Background: an optimization exercise with open tools, aiming at small area, a short achievable clock period and few clock cycles per item. Do not read the settings as production practice. Only simulation tests tie the RTL to the original design; equivalence was not proved.

==> module ardt_ge, before the edit <==
module ardt_ge (
	input  logic [31:0] a,
	input  logic [31:0] nb,
	output logic        ge
);
	always_comb begin
		logic [31:0] g, p;
		g = a & nb;
		p = a | nb;
		for (int w = 1; w < 32; w = w * 2) begin
			for (int i = 0; i < 32; i++) begin
				if ((i % (2 * w)) == (2 * w - 1)) begin
					g[i] = g[i] | (p[i] & g[i - w]);
					p[i] = p[i] & p[i - w];
				end
			end
		end
		ge = g[31] | p[31];
	end
endmodule
clock: 6.0 ns
lec_check: 0
cap_margin: 20
core_margin: 2
core_utilization: 70
setup_slack_margin: 3.4
slew_margin: 20
synth_hierarchical: 1
tns_end_percent: 30
standard.sh (not shown) runs the stock make flow with config.mk's settings and CLKGATE_MAP_FILE= SYNTH_SCRIPT=/design/flow/synth_recipe.tcl, a recipe that flattens the netlist after the stock synthesis.
==> flow/flow/run.sh <==
#!/bin/bash
# Standard layout, except that after the standard synthesis the delay cells
# (clkdlybuf4s*, dlygate*, dlymetal*) are added to the don't-use list, so the
# resizer does not pick them as port or repair buffers. Synthesis itself is
# the standard one, run unchanged. Each step's full output goes to its own
# log file in this folder. Clock tree synthesis runs with the usual clusters
# of up to 20 flip-flops per clkbuf_16 but without dummy loads.
set -uo pipefail
DU_BASE="sky130_fd_sc_hd__probe_p_8 sky130_fd_sc_hd__probec_p_8 sky130_fd_sc_hd__lpflow_bleeder_1 sky130_fd_sc_hd__lpflow_clkbufkapwr_1 sky130_fd_sc_hd__lpflow_clkbufkapwr_16 sky130_fd_sc_hd__lpflow_clkbufkapwr_2 sky130_fd_sc_hd__lpflow_clkbufkapwr_4 sky130_fd_sc_hd__lpflow_clkbufkapwr_8 sky130_fd_sc_hd__lpflow_clkinvkapwr_1 sky130_fd_sc_hd__lpflow_clkinvkapwr_16 sky130_fd_sc_hd__lpflow_clkinvkapwr_2 sky130_fd_sc_hd__lpflow_clkinvkapwr_4 sky130_fd_sc_hd__lpflow_clkinvkapwr_8 sky130_fd_sc_hd__lpflow_decapkapwr_12 sky130_fd_sc_hd__lpflow_decapkapwr_3 sky130_fd_sc_hd__lpflow_decapkapwr_4 sky130_fd_sc_hd__lpflow_decapkapwr_6 sky130_fd_sc_hd__lpflow_decapkapwr_8 sky130_fd_sc_hd__lpflow_inputiso0n_1 sky130_fd_sc_hd__lpflow_inputiso0p_1 sky130_fd_sc_hd__lpflow_inputiso1n_1 sky130_fd_sc_hd__lpflow_inputiso1p_1 sky130_fd_sc_hd__lpflow_inputisolatch_1 sky130_fd_sc_hd__lpflow_isobufsrc_1 sky130_fd_sc_hd__lpflow_isobufsrc_16 sky130_fd_sc_hd__lpflow_isobufsrc_2 sky130_fd_sc_hd__lpflow_isobufsrc_4 sky130_fd_sc_hd__lpflow_isobufsrc_8 sky130_fd_sc_hd__lpflow_isobufsrckapwr_16 sky130_fd_sc_hd__lpflow_lsbuf_lh_hl_isowell_tap_1 sky130_fd_sc_hd__lpflow_lsbuf_lh_hl_isowell_tap_2 sky130_fd_sc_hd__lpflow_lsbuf_lh_hl_isowell_tap_4 sky130_fd_sc_hd__lpflow_lsbuf_lh_isowell_4 sky130_fd_sc_hd__lpflow_lsbuf_lh_isowell_tap_1 sky130_fd_sc_hd__lpflow_lsbuf_lh_isowell_tap_2 sky130_fd_sc_hd__lpflow_lsbuf_lh_isowell_tap_4 "
DU_DELAY="sky130_fd_sc_hd__clkdlybuf4s15_1 sky130_fd_sc_hd__clkdlybuf4s15_2 sky130_fd_sc_hd__clkdlybuf4s18_1 sky130_fd_sc_hd__clkdlybuf4s18_2 sky130_fd_sc_hd__clkdlybuf4s25_1 sky130_fd_sc_hd__clkdlybuf4s25_2 sky130_fd_sc_hd__clkdlybuf4s50_1 sky130_fd_sc_hd__clkdlybuf4s50_2 sky130_fd_sc_hd__dlygate4sd1_1 sky130_fd_sc_hd__dlygate4sd2_1 sky130_fd_sc_hd__dlygate4sd3_1 sky130_fd_sc_hd__dlymetal6s2s_1 sky130_fd_sc_hd__dlymetal6s4s_1 sky130_fd_sc_hd__dlymetal6s6s_1"
bash standard.sh synth > synth.log 2>&1 || { tail -50 synth.log; exit 1; }
CTS="-sink_clustering_enable -repair_clock_nets -sink_clustering_size 20 -sink_clustering_max_diameter 60 -buf_list sky130_fd_sc_hd__clkbuf_16 -dont_use_dummy_load"
bash standard.sh "DONT_USE_CELLS=$DU_BASE $DU_DELAY" "CTS_ARGS=$CTS" finish > layout.log 2>&1 || { tail -50 layout.log; exit 1; }
test -f out/final.def || { echo "no final.def"; exit 1; }
Testbench counts at the start, summed over its fixed seeds: cycles 16,024, items 16,000.
Change:
--- a/flow/design.v
+++ b/flow/design.v
@@ -15,27 +15,45 @@
 endpackage
 `default_nettype wire
 `timescale 1ns / 1ps
 `default_nettype none
+module ardt_ge_leaf (
+	input  logic [31:0] a,
+	input  logic [31:0] nb,
+	output logic [31:0] gn,
+	output logic [31:0] pn
+);
+	assign gn = ~{a[31:1] & nb[31:1], a[0] | nb[0]};
+	assign pn = ~(a | nb);
+endmodule
 module ardt_ge (
 	input  logic [31:0] a,
 	input  logic [31:0] nb,
 	output logic        ge
 );
-	always_comb begin
-		logic [31:0] g, p;
-		g = a & nb;
-		p = a | nb;
-		for (int w = 1; w < 32; w = w * 2) begin
-			for (int i = 0; i < 32; i++) begin
-				if ((i % (2 * w)) == (2 * w - 1)) begin
-					g[i] = g[i] | (p[i] & g[i - w]);
-					p[i] = p[i] & p[i - w];
-				end
-			end
-		end
-		ge = g[31] | p[31];
+	logic [31:0] g0, p0;
+	logic [15:0] g1, p1;
+	logic [7:0]  g2, p2;
+	logic [3:0]  g3, p3;
+	logic [1:0]  g4, p4;
+	ardt_ge_leaf u_leaf (.a(a), .nb(nb), .gn(g0), .pn(p0));
+	for (genvar i = 0; i < 16; i++) begin : g_l1
+		ardt_gpn u_n (.ghn(g0[2*i+1]), .phn(p0[2*i+1]), .gln(g0[2*i]), .pln(p0[2*i]),
+			.g(g1[i]), .p(p1[i]));
+	end
+	for (genvar i = 0; i < 8; i++) begin : g_l2
+		ardt_gpi u_n (.gh(g1[2*i+1]), .ph(p1[2*i+1]), .gl(g1[2*i]), .pl(p1[2*i]),
+			.gn(g2[i]), .pn(p2[i]));
+	end
+	for (genvar i = 0; i < 4; i++) begin : g_l3
+		ardt_gpn u_n (.ghn(g2[2*i+1]), .phn(p2[2*i+1]), .gln(g2[2*i]), .pln(p2[2*i]),
+			.g(g3[i]), .p(p3[i]));
+	end
+	for (genvar i = 0; i < 2; i++) begin : g_l4
+		ardt_gpi u_n (.gh(g3[2*i+1]), .ph(p3[2*i+1]), .gl(g3[2*i]), .pl(p3[2*i]),
+			.gn(g4[i]), .pn(p4[i]));
 	end
+	ardt_gn u_l5 (.ghn(g4[1]), .phn(p4[1]), .gln(g4[0]), .g(ge));
 endmodule
 module ardt_range_cmp (
 	input  logic [31:0] addr,
 	input  logic [31:0] nbase,
Result: The changed run ran to the end with no violations. Worst setup slack improved by 0.0056 ns. Non-clock buffer count is lower by 114. Routed wire length is lower by 3.9%. Clock skew is higher by 0.0098 ns. Global-route usage is lower by 2.1 points. Area after synthesis is higher by 5.0%.
Testbench counts after the change, summed over its fixed seeds: cycles 16,024, items 16,000.

[afterwards: timing with drivers on the ports]
How much do the figures lean on ideal ports? The routed layouts below were timed once more, with nothing changed but the port constraints.
Step 1 assumes that a clkbuf_16 drives the clock port and a buf_2 every other input.
Step 2 times the ports against the registers' clock, not the clock port: input delays grow and output delays shrink by t, the midpoint of the rising clock arrivals with the driver on.
Slacks: ideal / step 1 / step 2; pairs: ideal / step 1.
| run | t (ns) | slack for setup (ns) | worst setup path at the end | worst data-port slew with drivers (ns) |
|---|---|---|---|---|
| the first run | 0.780 | 3.180 / 3.180 / 2.538 | input to register | 0.09 |
| the second run | 0.780 | 3.185 / 3.185 / 2.584 | input to register | 0.16 |
After both steps every run listed still meets setup and hold. The setup slack of the first run, which loses most, moves by 0.000 ns with the drivers and by -0.642 ns with both steps.
